This design comes from an exercise in tuning for small area, a short achievable clock period and few clock cycles on the open sky130 flow, not from production work. Function was not checked in any run shown here: the RTL went through the layout flow alone. Power figures rest on the tool's default switching activity, not on a simulated workload.

## flow/standard.sh

```bash
#!/bin/bash
# synth_recipe.tcl (not shown) runs the flow's synth.tcl, then flattens the netlist and writes it again
# the make line also repeats each setting of config.mk as NAME=value (left out here)
make -C /OpenROAD-flow-scripts/flow DESIGN_CONFIG=/design/flow/config.mk WORK_HOME=/design/flow/orfs CLKGATE_MAP_FILE= SYNTH_SCRIPT=/design/flow/synth_recipe.tcl "${@:-finish}"
```

## flow/design.v

```verilog
package tkcl_pkg;
    localparam int LIST_DEPTH = 8;
    localparam int IDX_W      = (LIST_DEPTH > 1) ? $clog2(LIST_DEPTH) : 1;
    localparam int CNT_W      = $clog2(LIST_DEPTH + 1);
    localparam int ID_W       = 16;
    localparam int SCORE_W    = 16;
    localparam int STATUS_W   = 3;
    localparam int RANK_W     = 3;
    localparam int COUNT_W    = 4;
    localparam int S_TDATA_W  = 32;
    localparam int S_TUSER_W  = 2;
    localparam int M_PAYLOAD_W = RANK_W + ID_W + SCORE_W + COUNT_W;
    localparam int M_TDATA_W  = 40;
    localparam int M_PAD_W    = M_TDATA_W - M_PAYLOAD_W;
    localparam int M_TUSER_W  = STATUS_W;
    localparam logic ACT_CLEAR = 1'b0;
    localparam logic ACT_OFFER = 1'b1;
    typedef enum logic [STATUS_W-1:0] {
        STAT_CLEARED    = 3'd0,
        STAT_INSERTED   = 3'd1,
        STAT_NO_CHANCE  = 3'd2,
        STAT_DUPLICATE  = 3'd3,
        STAT_FULL_WORSE = 3'd4
    } status_t;
    typedef enum logic [1:0] {
        S_IDLE,
        S_DECIDE,
        S_LIST
    } ctrl_state_t;
    typedef struct packed {
        logic req_load;
        logic cnt_clear;
        logic insert;
        logic out_load_status;
        logic out_load_entry;
        logic idx_clr;
        logic idx_inc;
    } dp_cmd_t;
    typedef struct packed {
        status_t verdict;
        logic    idx_last;
    } dp_stat_t;
endpackage
import tkcl_pkg::*;
module tkcl_ctrl
(
    input  logic                  aclk,
    input  logic                  aresetn,
    input  logic                  s_tvalid,
    output logic                  s_tready,
    output logic                  m_tvalid,
    input  logic                  m_tready,
    output logic [M_TUSER_W-1:0]  m_tuser,
    output logic                  m_tlast,
    output logic                  push,          
    output logic                  pop,           
    output logic [RANK_W-1:0]     idx,
    output logic [LIST_DEPTH-1:0] sel_id,
    output logic [LIST_DEPTH-1:0] sel_score,
    input  tkcl_pkg::status_t     verdict,       
    input  logic [LIST_DEPTH-1:0] first_sel,     
    input  logic [LIST_DEPTH-1:0] next_sel,      
    input  logic [CNT_W-1:0]      held_count
);
    logic                  req_valid;
    logic                  valid_reg;
    logic                  last_reg;
    tkcl_pkg::status_t     status_reg;
    logic [RANK_W-1:0]     idx_reg;
    logic [LIST_DEPTH-1:0] sel_reg;         
    logic [LIST_DEPTH-1:0] sel_score_reg;   
    logic [LIST_DEPTH-1:0] sel_next;
    logic advance;     
    logic head_free;   
    logic head_ins;    
    logic take_base;   
    logic take_last;   
    assign advance   = !valid_reg || m_tready;
    assign head_free = advance && (!valid_reg || last_reg);
    assign pop       = req_valid && head_free;
    assign head_ins  = (verdict == STAT_INSERTED);
    assign take_base = !req_valid || (!valid_reg && !head_ins);
    assign take_last = last_reg && !head_ins;
    assign s_tready  = take_base || (m_tready && take_last);
    assign push      = s_tvalid && s_tready;
    always_ff @(posedge aclk) begin
        if (!aresetn) begin
            req_valid <= 1'b0;
        end else if (push) begin
            req_valid <= 1'b1;
        end else if (pop) begin
            req_valid <= 1'b0;
        end
    end
    always_ff @(posedge aclk) begin
        if (!aresetn) begin
            valid_reg <= 1'b0;
        end else if (advance) begin
            valid_reg <= (valid_reg && !last_reg) || req_valid;
        end
    end
    always_ff @(posedge aclk) begin
        if (advance) begin
            if (valid_reg && !last_reg) begin
                idx_reg  <= idx_reg + RANK_W'(1);
                last_reg <= (CNT_W'(idx_reg) + CNT_W'(2)) == held_count;
            end else begin
                idx_reg <= '0;
                if (verdict == STAT_INSERTED) begin
                    status_reg <= STAT_INSERTED;
                    last_reg   <= (held_count == '0);
                end else begin
                    status_reg <= verdict;
                    last_reg   <= 1'b1;
                end
            end
        end
    end
    always_comb begin
        if (valid_reg && !last_reg) begin
            sel_next = next_sel;
        end else if (verdict == STAT_INSERTED) begin
            sel_next = first_sel;
        end else begin
            sel_next = '0;
        end
    end
    always_ff @(posedge aclk) begin
        sel_reg       <= advance ? sel_next : sel_score_reg;
        sel_score_reg <= advance ? sel_next : sel_reg;
    end
    assign m_tvalid = valid_reg;
    assign m_tuser  = status_reg;
    assign m_tlast  = last_reg;
    assign idx      = idx_reg;
    assign sel_id    = sel_reg;
    assign sel_score = sel_score_reg;
endmodule
import tkcl_pkg::*;
module tkcl_datapath
(
    input  logic                  aclk,
    input  logic                  aresetn,
    input  logic [S_TDATA_W-1:0]  s_tdata,     
    input  logic [S_TUSER_W-1:0]  s_tuser,     
    input  logic                  push,
    input  logic                  pop,
    input  logic [RANK_W-1:0]     idx,
    input  logic [LIST_DEPTH-1:0] sel_id,      
    input  logic [LIST_DEPTH-1:0] sel_score,   
    output tkcl_pkg::status_t     verdict,
    output logic [LIST_DEPTH-1:0] first_sel,
    output logic [LIST_DEPTH-1:0] next_sel,
    output logic [CNT_W-1:0]      held_count,
    output logic [ID_W-1:0]       rd_id,
    output logic [SCORE_W-1:0]    rd_score
);
    function automatic logic le16(input logic [15:0] a, input logic [15:0] b);
        logic [15:0] gt, eq;
        logic [7:0]  gt2, eq2;
        logic [3:0]  gt4, eq4;
        logic [1:0]  gt8, eq8;
        gt = a & ~b;
        eq = ~(a ^ b);
        for (int i = 0; i < 8; i++) begin
            gt2[i] = gt[2*i+1] | (eq[2*i+1] & gt[2*i]);
            eq2[i] = eq[2*i+1] & eq[2*i];
        end
        for (int i = 0; i < 4; i++) begin
            gt4[i] = gt2[2*i+1] | (eq2[2*i+1] & gt2[2*i]);
            eq4[i] = eq2[2*i+1] & eq2[2*i];
        end
        for (int i = 0; i < 2; i++) begin
            gt8[i] = gt4[2*i+1] | (eq4[2*i+1] & gt4[2*i]);
            eq8[i] = eq4[2*i+1] & eq4[2*i];
        end
        le16 = ~(gt8[1] | (eq8[1] & gt8[0]));
    endfunction
    logic [ID_W-1:0]       req_id;
    logic [SCORE_W-1:0]    req_score;
    logic                  req_action;
    logic                  req_no_chance;
    logic [LIST_DEPTH-1:0] flag_le;     
    logic                  flag_dup;    
    logic [LIST_DEPTH-1:0] in_eq;
    logic [ID_W-1:0]       in_id;
    logic [SCORE_W-1:0]    in_score;
    assign in_id    = s_tdata[ID_W-1:0];
    assign in_score = s_tdata[ID_W +: SCORE_W];
    logic [ID_W-1:0]    slot_id    [LIST_DEPTH];
    logic [SCORE_W-1:0] slot_score [LIST_DEPTH];
    logic [IDX_W-1:0]   slot_rank  [LIST_DEPTH];
    logic [CNT_W-1:0]   count_reg;
    logic [LIST_DEPTH-1:0] held;
    logic [LIST_DEPTH-1:0] score_le;
    logic [LIST_DEPTH-1:0] target;
    logic [LIST_DEPTH-1:0] rank_first;
    logic [LIST_DEPTH-1:0] rank_le;     
    logic [IDX_W-1:0]      ins_rank;
    logic [IDX_W-1:0]      idx_inc;
    logic                  new_first;
    logic                  full;
    logic                  insert;
    logic                  clear;
    assign full    = count_reg[CNT_W-1];
    assign idx_inc = idx + IDX_W'(1);
    always_comb begin
        for (int k = 0; k < LIST_DEPTH; k++) begin
            held[k]       = (CNT_W'(k) < count_reg);
            score_le[k]   = flag_le[k];
            target[k]     = full ? (slot_rank[k] == IDX_W'(LIST_DEPTH - 1))
                                 : (count_reg == CNT_W'(k));
            rank_first[k] = held[k] && (slot_rank[k] == '0);
            next_sel[k]   = held[k] && (slot_rank[k] == idx_inc);
        end
    end
    always_comb begin
        for (int r = 0; r < LIST_DEPTH; r++) begin
            rank_le[r] = 1'b0;
            for (int k = 0; k < LIST_DEPTH; k++) begin
                rank_le[r] = rank_le[r] | (score_le[k] && (slot_rank[k] == IDX_W'(r)));
            end
        end
    end
    assign ins_rank[2] = rank_le[3];
    assign ins_rank[1] = (rank_le[1] & ~rank_le[3]) | rank_le[5];
    assign ins_rank[0] = (rank_le[0] & ~rank_le[1]) | (rank_le[2] & ~rank_le[3]) |
                         (rank_le[4] & ~rank_le[5]) | (rank_le[6] & ~rank_le[7]);
    assign new_first = !rank_le[0];
    assign first_sel = new_first ? target : rank_first;
    always_comb begin
        if (req_action == ACT_CLEAR) begin
            verdict = STAT_CLEARED;
        end else if (req_no_chance) begin
            verdict = STAT_NO_CHANCE;
        end else if (flag_dup) begin
            verdict = STAT_DUPLICATE;
        end else if (full && (&score_le)) begin
            verdict = STAT_FULL_WORSE;
        end else begin
            verdict = STAT_INSERTED;
        end
    end
    assign clear  = pop && (req_action == ACT_CLEAR);
    assign insert = pop && (verdict == STAT_INSERTED);
    always_comb begin
        for (int k = 0; k < LIST_DEPTH; k++) begin
            in_eq[k] = !clear && held[k] && (slot_id[k] == in_id);
        end
    end
    always_ff @(posedge aclk) begin
        if (push) begin
            flag_dup      <= |in_eq;
            req_id        <= in_id;
            req_score     <= in_score;
            req_action    <= s_tuser[0];
            req_no_chance <= s_tuser[1];
            for (int k = 0; k < LIST_DEPTH; k++) begin
                flag_le[k] <= !clear && held[k] && le16(slot_score[k], in_score);
            end
        end
    end
    for (genvar k = 0; k < LIST_DEPTH; k++) begin : g_slot
        always_ff @(posedge aclk) begin
            if (insert && target[k]) begin
                slot_id[k]    <= req_id;
                slot_score[k] <= req_score;
            end
        end
        always_ff @(posedge aclk) begin
            if (insert) begin
                if (target[k]) begin
                    slot_rank[k] <= ins_rank;
                end else if (!score_le[k]) begin
                    slot_rank[k] <= {slot_rank[k][2] ^ (slot_rank[k][1] & slot_rank[k][0]),
                                     slot_rank[k][1] ^ slot_rank[k][0],
                                     !slot_rank[k][0]};
                end
            end
        end
    end
    always_ff @(posedge aclk) begin
        if (!aresetn || clear) begin
            count_reg <= '0;
        end else if (insert && !full) begin
            count_reg <= count_reg + CNT_W'(1);
        end
    end
    assign held_count = count_reg;
    always_comb begin
        rd_id    = '0;
        rd_score = '0;
        for (int k = 0; k < LIST_DEPTH; k++) begin
            rd_id    = rd_id    | ({ID_W{sel_id[k]}}       & slot_id[k]);
            rd_score = rd_score | ({SCORE_W{sel_score[k]}} & slot_score[k]);
        end
    end
endmodule
import tkcl_pkg::*;
module top_k_candidate_list_unit
(
    input  logic                 aclk,
    input  logic                 aresetn,
    input  logic                 s_tvalid,
    output logic                 s_tready,
    input  logic [S_TDATA_W-1:0] s_tdata,    
    input  logic [S_TUSER_W-1:0] s_tuser,    
    output logic                 m_tvalid,
    input  logic                 m_tready,
    output logic [M_TDATA_W-1:0] m_tdata,    
    output logic [M_TUSER_W-1:0] m_tuser,    
    output logic                 m_tlast
);
    logic                  push;
    logic                  pop;
    logic [RANK_W-1:0]     idx;
    logic [LIST_DEPTH-1:0] sel_id;
    logic [LIST_DEPTH-1:0] sel_score;
    tkcl_pkg::status_t     verdict;
    logic [LIST_DEPTH-1:0] first_sel;
    logic [LIST_DEPTH-1:0] next_sel;
    logic [CNT_W-1:0]      held_count;
    logic [ID_W-1:0]       rd_id;
    logic [SCORE_W-1:0]    rd_score;
    tkcl_ctrl u_ctrl (
        .aclk       (aclk),
        .aresetn    (aresetn),
        .s_tvalid   (s_tvalid),
        .s_tready   (s_tready),
        .m_tvalid   (m_tvalid),
        .m_tready   (m_tready),
        .m_tuser    (m_tuser),
        .m_tlast    (m_tlast),
        .push       (push),
        .pop        (pop),
        .idx        (idx),
        .sel_id     (sel_id),
        .sel_score  (sel_score),
        .verdict    (verdict),
        .first_sel  (first_sel),
        .next_sel   (next_sel),
        .held_count (held_count)
    );
    tkcl_datapath u_datapath (
        .aclk       (aclk),
        .aresetn    (aresetn),
        .s_tdata    (s_tdata),
        .s_tuser    (s_tuser),
        .push       (push),
        .pop        (pop),
        .idx        (idx),
        .sel_id     (sel_id),
        .sel_score  (sel_score),
        .verdict    (verdict),
        .first_sel  (first_sel),
        .next_sel   (next_sel),
        .held_count (held_count),
        .rd_id      (rd_id),
        .rd_score   (rd_score)
    );
    assign m_tdata = {{M_PAD_W{1'b0}}, COUNT_W'(held_count), rd_score, rd_id, idx};
endmodule
```

## flow/config.mk

```make
export PLATFORM = sky130hd
export DESIGN_NAME = top_k_candidate_list_unit
export DESIGN_NICKNAME = top_k_candidate_list_unit
export VERILOG_FILES = /design/flow/design.v
export SDC_FILE = /design/flow/constraint.sdc
export NUM_CORES = 4
export LEC_CHECK = 0
export CAP_MARGIN = 20
export CORE_MARGIN = 2
export CORE_UTILIZATION = 40
export CTS_CLUSTER_DIAMETER = 100
export CTS_CLUSTER_SIZE = 18
export SETUP_SLACK_MARGIN = 3.8
export SLEW_MARGIN = 20
```

## flow/flow/run.sh

```bash
#!/bin/bash
# The standard layout, with plain buffers (buf_1) on the ports in place of the
# delay buffers buffer_ports picks by default; timing repair resizes them where
# needed. Each tool's output goes to a log of its own under orfs/logs, and
# the make output to standard.log.
set -euo pipefail
export BUFFER_PORTS_ARGS="-buffer_cell sky130_fd_sc_hd__buf_1"
bash standard.sh > standard.log 2>&1
```

## flow/constraint.sdc

```tcl
create_clock -name core_clock -period 7.0 [get_ports {aclk}]
set_input_delay 1.4000 -clock core_clock [delete_from_list [all_inputs] [get_ports {aclk}]]
set_output_delay 1.4000 -clock core_clock [all_outputs]
set_load 0.01 [all_outputs]
```

==> flow_summary.yaml, run 1 <==
power:
  powerDensity_nw_per_um2: 201
  vdd_drop_max_mv: 0.154
  power.leakage_nw: 7.29
  fin_total_pwr_mw: 4.07
cts:
  cts_buffers: 24
  htree_num_levels: 1
  cts_hold_buf: 0
  clk_pin_slew_ps: 70
  clockBufferDepth: 3
  clock_sinks: 352
  cts-root-buf: "clkbuf_16"
  clock_latency_ps: 590
  cts_tree: "yes"
final_layout:
  seqCellArea_um2: 10400
  top_regs: "u_datapath.slot_id: 128 flops, u_datapath.slot_score: 128 flops, u_datapath.slot_rank: 24 flops"
  layout_common_cells: "edfxtp_1, ha_1, a22oi_1"
  antenna_cells: 0
  syn_to_final_growth_pct: 10.1
  multi_input_area_um2: 7670
  layout.cells.most_common: "edfxtp_1"
  fillers: 4139
  layout.cells.non_filler: 2063
  stdcell_area_um2: 20200
  fin_util: 0.446
  nets: 1668
  drive_above_1_share: 0.0800
routing:
  num_vias: 12400
  drcViolationCount: 0
  routed_wl_um: 55000
  antenna_left: 0
  drt_iter0_markers: 1309
  vias_per_cell: 6.00
  firstDrtPassIters: 6
  post_drt_wl_per_cell_um: 26.7
placed_design:
  gp_congestion: 0.914
  dpl.cell_count: 2014
  dp_hpwl_um: 37100
  place_ws_ps: 3150
  port_buffers: 82
  placed_area_um2: 19300
critical_path:
  cp.required_ps: 5600
  crit_path_end_kind: "output pin"
  start_kind: "input port"
  critical_path_class: "in -> out"
  arrival_ps: 1980
  crit_fanout: 4
floorplan:
  die_h_um: 218
  start_util: 0.405
  dieArea_um2: 47600
  rows: 78
  num_io_pins: 84
  coreArea_um2: 45400
  die_w_um: 218
timing:
  hold_viol_final: 0
  max_freq_mhz: 296
  period_needed_ps: 3380
  finalSetupViolations: 0
  tns_ps: 0
  clock_skew_ps: 37.3
  relSlewSlack: 0.329
  tightest_slew_ps: 1010
  worst_hold_slack_ps: 583
  rsz0062_at_grt: "yes"
  post-route-period-util: 0.482
  finalMaxSlewViolations: 0
  setup_slack_ps: 3620
logic_synthesis:
  syn_area_um2: 18400
  syn_inst: 1390
  ys.flop_type: "edfxtp_1"
  ys_types: 61
  synthArstFlopShare: 0
  synth_area_per_cell_um2: 13.2
  yosys_register_bits: 352
  synth-edff-count: 330
  syn_nets: 1601
  synth_seq_area_share: 0.564
  ys.warnings.count: 5
global_route:
  first_global_vias: 12400
  grt_start_max_net_pins: 44
  grt_usage: 0.230
  antenna_found_initial: 1
  grt_pass1_wl_um: 81500
  grt_overflow: 0
outcome:
  status: "timing/DRC/antenna clean"
hold_path:
  hold_class: "reg -> reg"
job:
  cap_violations: 0
cells by family (layout without fill, tap and decap cells):
family | after synthesis | in the layout | synth area share
AND/OR/NAND/NOR | 240 | 241 | 0.0724
buffers and inverters | 117 | 189 | 0.0253
other | 1 | 1 | 0.000204
multiplexers | 28 | 28 | 0.0163
XOR/XNOR | 159 | 159 | 0.0758
adder cells (fa/ha/maj) | 173 | 173 | 0.118
AO/OA/AOI/OAI | 320 | 320 | 0.129
flip-flops | 352 | 352 | 0.564
per-layer routing:
metal | vias to the layer above | wire (um) | global-route usage
li1 | 5555 | - | -
met1 | 6173 | 24200 | 0.327
met2 | 563 | 25200 | 0.369
met3 | 84 | 4220 | 0.0354
met4 | 2 | 1400 | 0.0585
met5 | - | 13 | 0
timing repair:
action	4_1_cts	5_1_grt
gates cloned	1	0
endpoints found under the hold margin	0	0
buffers inserted	6	10
pin swaps	0	1
setup endpoints to repair	41	19
gates resized for setup	31	10
synthesized netlist by cell type (4+ instances only):
cell	count	area, um2
a211oi_1	14	105
a21o_1	34	255
a21oi_1	30	150
a221oi_1	7	61.3
a22oi_1	140	1050
a31oi_1	10	62.6
a32o_1	8	80.1
and4_1	8	70.1
clkbuf_1	64	240
dfxtp_1	22	440
edfxtp_1	330	9910
ha_1	173	2160
inv_1	45	169
mux2_2	15	169
mux2i_1	13	130
nand2_1	35	131
nand3_1	33	165
nand4_1	64	400
nor2_1	40	150
nor2b_1	7	43.8
nor3b_1	4	30.0
nor4_1	27	169
o211ai_1	9	67.6
o21a_1	16	120
o21ai_0	21	105
o221ai_2	7	105
o22ai_1	6	37.5
xnor2_1	60	526
xor2_1	99	867
worst max-delay path, stage by stage:
cell and delay (ps):
buf_8 70, nand2b_4 130, nand2_4 70, o21ai_4 180
buf_6 120
final timing paths:
path / startpoint / endpoint / slack, ps / cells past startpoint
hold reg to reg: u_datapath.req_id[14] / u_datapath.slot_id[1][14] / 580 / 0
hold / removal: u_datapath.req_id[14] / u_datapath.slot_id[1][14] / 580 / 0
setup / recovery: m_tready / s_tready / 3620 / 5
setup reg to reg: u_datapath.flag_le[2] / u_datapath.slot_rank[2][0] / 3870 / 7
final cells by class:
type	count	area share
clock buffer	27	0.0303
multi-input combinational	922	0.379
clock inverter	5	0.00334
timing repair buffer	111	0.0272
sequential	352	0.515
inverter	46	0.00854
tap	600	0.0371
power breakdown:
group	internal (mW)	switching (mW)
Clock	0.631	0.724
Combinational	0.117	0.205
Sequential	2.32	0.0684
Total	3.07	0.997
==> inputs of run 2 (changes only) <==
--- a/flow/config.mk
+++ b/flow/config.mk
@@ -12,3 +12,3 @@
 export CTS_CLUSTER_SIZE = 18
-export SETUP_SLACK_MARGIN = 3.8
+export SETUP_SLACK_MARGIN = 3.75
 export SLEW_MARGIN = 20
==> run 2 against run 1 <==
  * Cell count is essentially flat
  * Via count grew 0.28%
  * Flip-flop and latch count is the same
==> flow_summary.yaml, run 2 <==
critical_path:
  crit_slowest_cell: "o21ai_4"
  cp.required_ps: 5600
  slowest_delay_ps: 180
  ff2ff_setup_slack_ps: 3880
  r2r_end: "u_datapath.slot_rank[2][0]"
  cp_top_family: "simple AND/OR/NAND/NOR gates"
  start_kind: "input port"
  crit_fanout: 4
  critical_path_buf_inv_count: 2
  critical_path_class: "in -> out"
  crit_path_end_kind: "output pin"
  ff2ff_path_depth: 7
  path_cells: "buf_8 > nand2b_4 > nand2_4 > o21ai_4 > buf_6"
  arrival_ps: 1980
  r2r-start: "u_datapath.flag_le[2]"
outcome:
  status: "timing/DRC/antenna clean"
cts:
  clock_latency_ps: 590
  cts_hold_buf: 0
  cts-root-buf: "clkbuf_16"
  cts_tree: "yes"
  htree_num_levels: 1
  cts_buffers: 24
  clockBufferDepth: 3
  clock_sinks: 352
  clk_pin_slew_ps: 70
logic_synthesis:
  ys.flop_type: "edfxtp_1"
  synth_area_per_cell_um2: 13.2
  synthArstFlopShare: 0
  yosys-top-cells-area: "edfxtp_1, ha_1, a22oi_1, xor2_1, xnor2_1"
  syn_nets: 1601
  synth_xor_area_frac: 0.0758
  synth_top_family_by_area: "compound AO/OA/AOI/OAI gates"
  synth_common_cells: "edfxtp_1, ha_1, a22oi_1"
  synthSimpleGateAreaFrac: 0.0724
  synth.most_common_cell: "edfxtp_1"
  syn_area_um2: 18400
  ys_types: 61
  yosys.area.top_type_share: 0.540
  synth_adder_area_share: 0.118
  yosysTopAreaCell: "edfxtp_1"
  synth.area.mux_share: 0.0163
  syn_inst: 1390
  synth_seq_area_share: 0.564
  ys.warnings.count: 5
  synth-compound-area-share: 0.129
  yosys_register_bits: 352
  synth-edff-count: 330
timing:
  post-route-period-util: 0.482
  setup_slack_ps: 3620
  max_freq_mhz: 296
  relSlewSlack: 0.338
  tns_ps: 0
  finalMaxSlewViolations: 0
  period_needed_ps: 3380
  rsz0062_at_grt: "yes"
  finalSetupViolations: 0
  clock_skew_ps: 39.0
  hold_viol_final: 0
  tightest_slew_ps: 993
floorplan:
  coreArea_um2: 45400
  die_w_um: 218
  rows: 78
  start_util: 0.405
  die_h_um: 218
  dieArea_um2: 47600
  num_io_pins: 84
routing:
  drt_iter0_markers: 1298
  firstDrtPassIters: 5
  post_drt_wl_per_cell_um: 26.7
  num_vias: 12400
  routed_wl_um: 55100
  vias_per_cell: 6.02
  antenna_left: 0
  drcViolationCount: 0
power:
  p_switching_mw: 0.999
  internal-power_mw: 3.07
  clockPowerShare: 0.333
  vdd_drop_max_mv: 0.154
  powerDensity_nw_per_um2: 202
  comb_power_share: 0.079
  p_seq_frac: 0.588
  switching_share: 0.245
  power.leakage_nw: 7.28
final_layout:
  nets: 1666
  syn_to_final_growth_pct: 10.0
  fillers: 4137
  drive_above_1_share: 0.0787
  antenna_cells: 0
  layout_common_cells: "edfxtp_1, ha_1, a22oi_1"
  layout.cells.most_common: "edfxtp_1"
  top_regs: "u_datapath.slot_id: 128 flops, u_datapath.slot_score: 128 flops, u_datapath.slot_rank: 24 flops"
global_route:
  top_usage_layer: "met2"
  grt_usage: 0.230
  first_global_vias: 12400
  grt_pass1_wl_um: 81500
  antenna_found_initial: 1
  grt_use_met2: 0.369
  grt_overflow: 0
  grt_use_met1: 0.327
  grt_start_max_net_pins: 44
  use_met3: 0.0354
hold_path:
  hold_depth: 0
  min_to: "u_datapath.slot_id[1][14]"
  min-delay-start: "u_datapath.req_id[14]"
  hold_class: "reg -> reg"
placed_design:
  place_ws_ps: 3150
  port_buffers: 82
  dp_hpwl_um: 37100
  gp_congestion: 0.914
job:
  cap_violations: 0
## run 2: area by class of cell
cell class | count | area (um2) | share of cell area
Clock inverter | 5 | 67.6 | 0.00334
Clock buffer | 27 | 612 | 0.0303
Inverter | 46 | 173 | 0.00855
Multi-Input combinational cell | 922 | 7670 | 0.380
Tap cell | 600 | 751 | 0.0372
Sequential cell | 352 | 10400 | 0.515
Timing Repair Buffer | 109 | 534 | 0.0264
## run 2: worst register-to-register path: cells and delay by family, from the launching register on
family / cells / cell delay [ps]
AND/OR/NAND/NOR: 2 / 930
AO/OA/AOI/OAI: 2 / 900
flip-flops: 1 / 530
multiplexers: 1 / 180
buffers and inverters: 2 / 300
## run 2: cells by family (layout without fill, tap and decap cells)
logic type / after synthesis / count (layout)
other cells: 1 / 1
buf+inv: 117 / 187
compound gates: 320 / 320
flops: 352 / 352
xor+xnor: 159 / 159
mux: 28 / 28
simple gates: 240 / 241
fa+ha+maj: 173 / 173
## run 2: what timing repair did
| action | 4_1_cts | 5_1_grt |
|---|---|---|
| endpoints found under the setup margin | 39 | 17 |
| setup buffers | 6 | 8 |
| resized for setup | 23 | 15 |
| pin swaps | 0 | 1 |
| gates cloned | 1 | 0 |
## run 2: power groups by stage
stage | combinational, mW | clock [mW] | sequential [mW]
floorplan | 0.215 | 0 | 2.39
global placement | 0.305 | 0 | 2.44
detailed placement | 0.307 | 0 | 2.44
CTS | 0.316 | 1.39 | 2.39
global route | 0.351 | 1.46 | 2.40
finish | 0.321 | 1.36 | 2.39
## run 2: how the worst max path moves through the flow
stage               startpoint  cells past startpoint  slack, ps       end
floorplan             m_tready                      4       3720  s_tready
finish                m_tready                      5       3620  s_tready
global route          m_tready                      5       3600  s_tready
detailed placement    m_tready                      5       3150  s_tready
CTS                   m_tready                      5       3520  s_tready
global placement      m_tready                      5       3170  s_tready
## run 2: stage by stage
| step | hold WS (ps) | instances | area [um2] | total power, mW | util |
|---|---|---|---|---|---|
| finish | 603 | 2061 | 20200 | 4.07 | 0.445 |
| global route | 626 | 2061 | 20200 | 4.20 | 0.445 |
| CTS | 588 | 2053 | 20100 | 4.10 | 0.443 |
| detailed placement | 571 | 2014 | 19300 | 2.75 | 0.426 |
| global placement | 581 | 2014 | 19300 | 2.75 | 0.426 |
| floorplan | 528 | 1390 | 18500 | 2.61 | - |
## run 2: routing by layer
metal  share of wire  wire, um  vias up
met5         0.00024        13        -
met4           0.026      1450        2
met3           0.078      4330       93
met2            0.46     25200      572
met1            0.44     24100     6197
li1                -         -     5548

[separate check: timing with driven ports]
How much do the figures lean on ideal ports? The routed layouts below were timed once more, with nothing changed but the port constraints.
Step 1, drivers: a clkbuf_16 drives aclk and a buf_2 each remaining input, both assumed.
Step 2 also shifts input and output timing later by t, the mid clock arrival at the registers, as if the neighbouring blocks saw the same clock.
a / b / c = ideal / step 1 / step 2; a / b = the first two.
run	shift t [ns]	setup WS [ns]	worst setup path after step 2	worst register clock-pin slew, ns
run 1	0.619	3.623 / 3.573 / 3.433	input to register	0.09 / 0.09
run 2	0.621	3.623 / 3.574 / 3.316	input to register	0.09 / 0.09
After both steps every run listed still meets setup and hold. The setup slack of run 2, which loses most, moves by -0.049 ns with the drivers and by -0.307 ns with both steps.
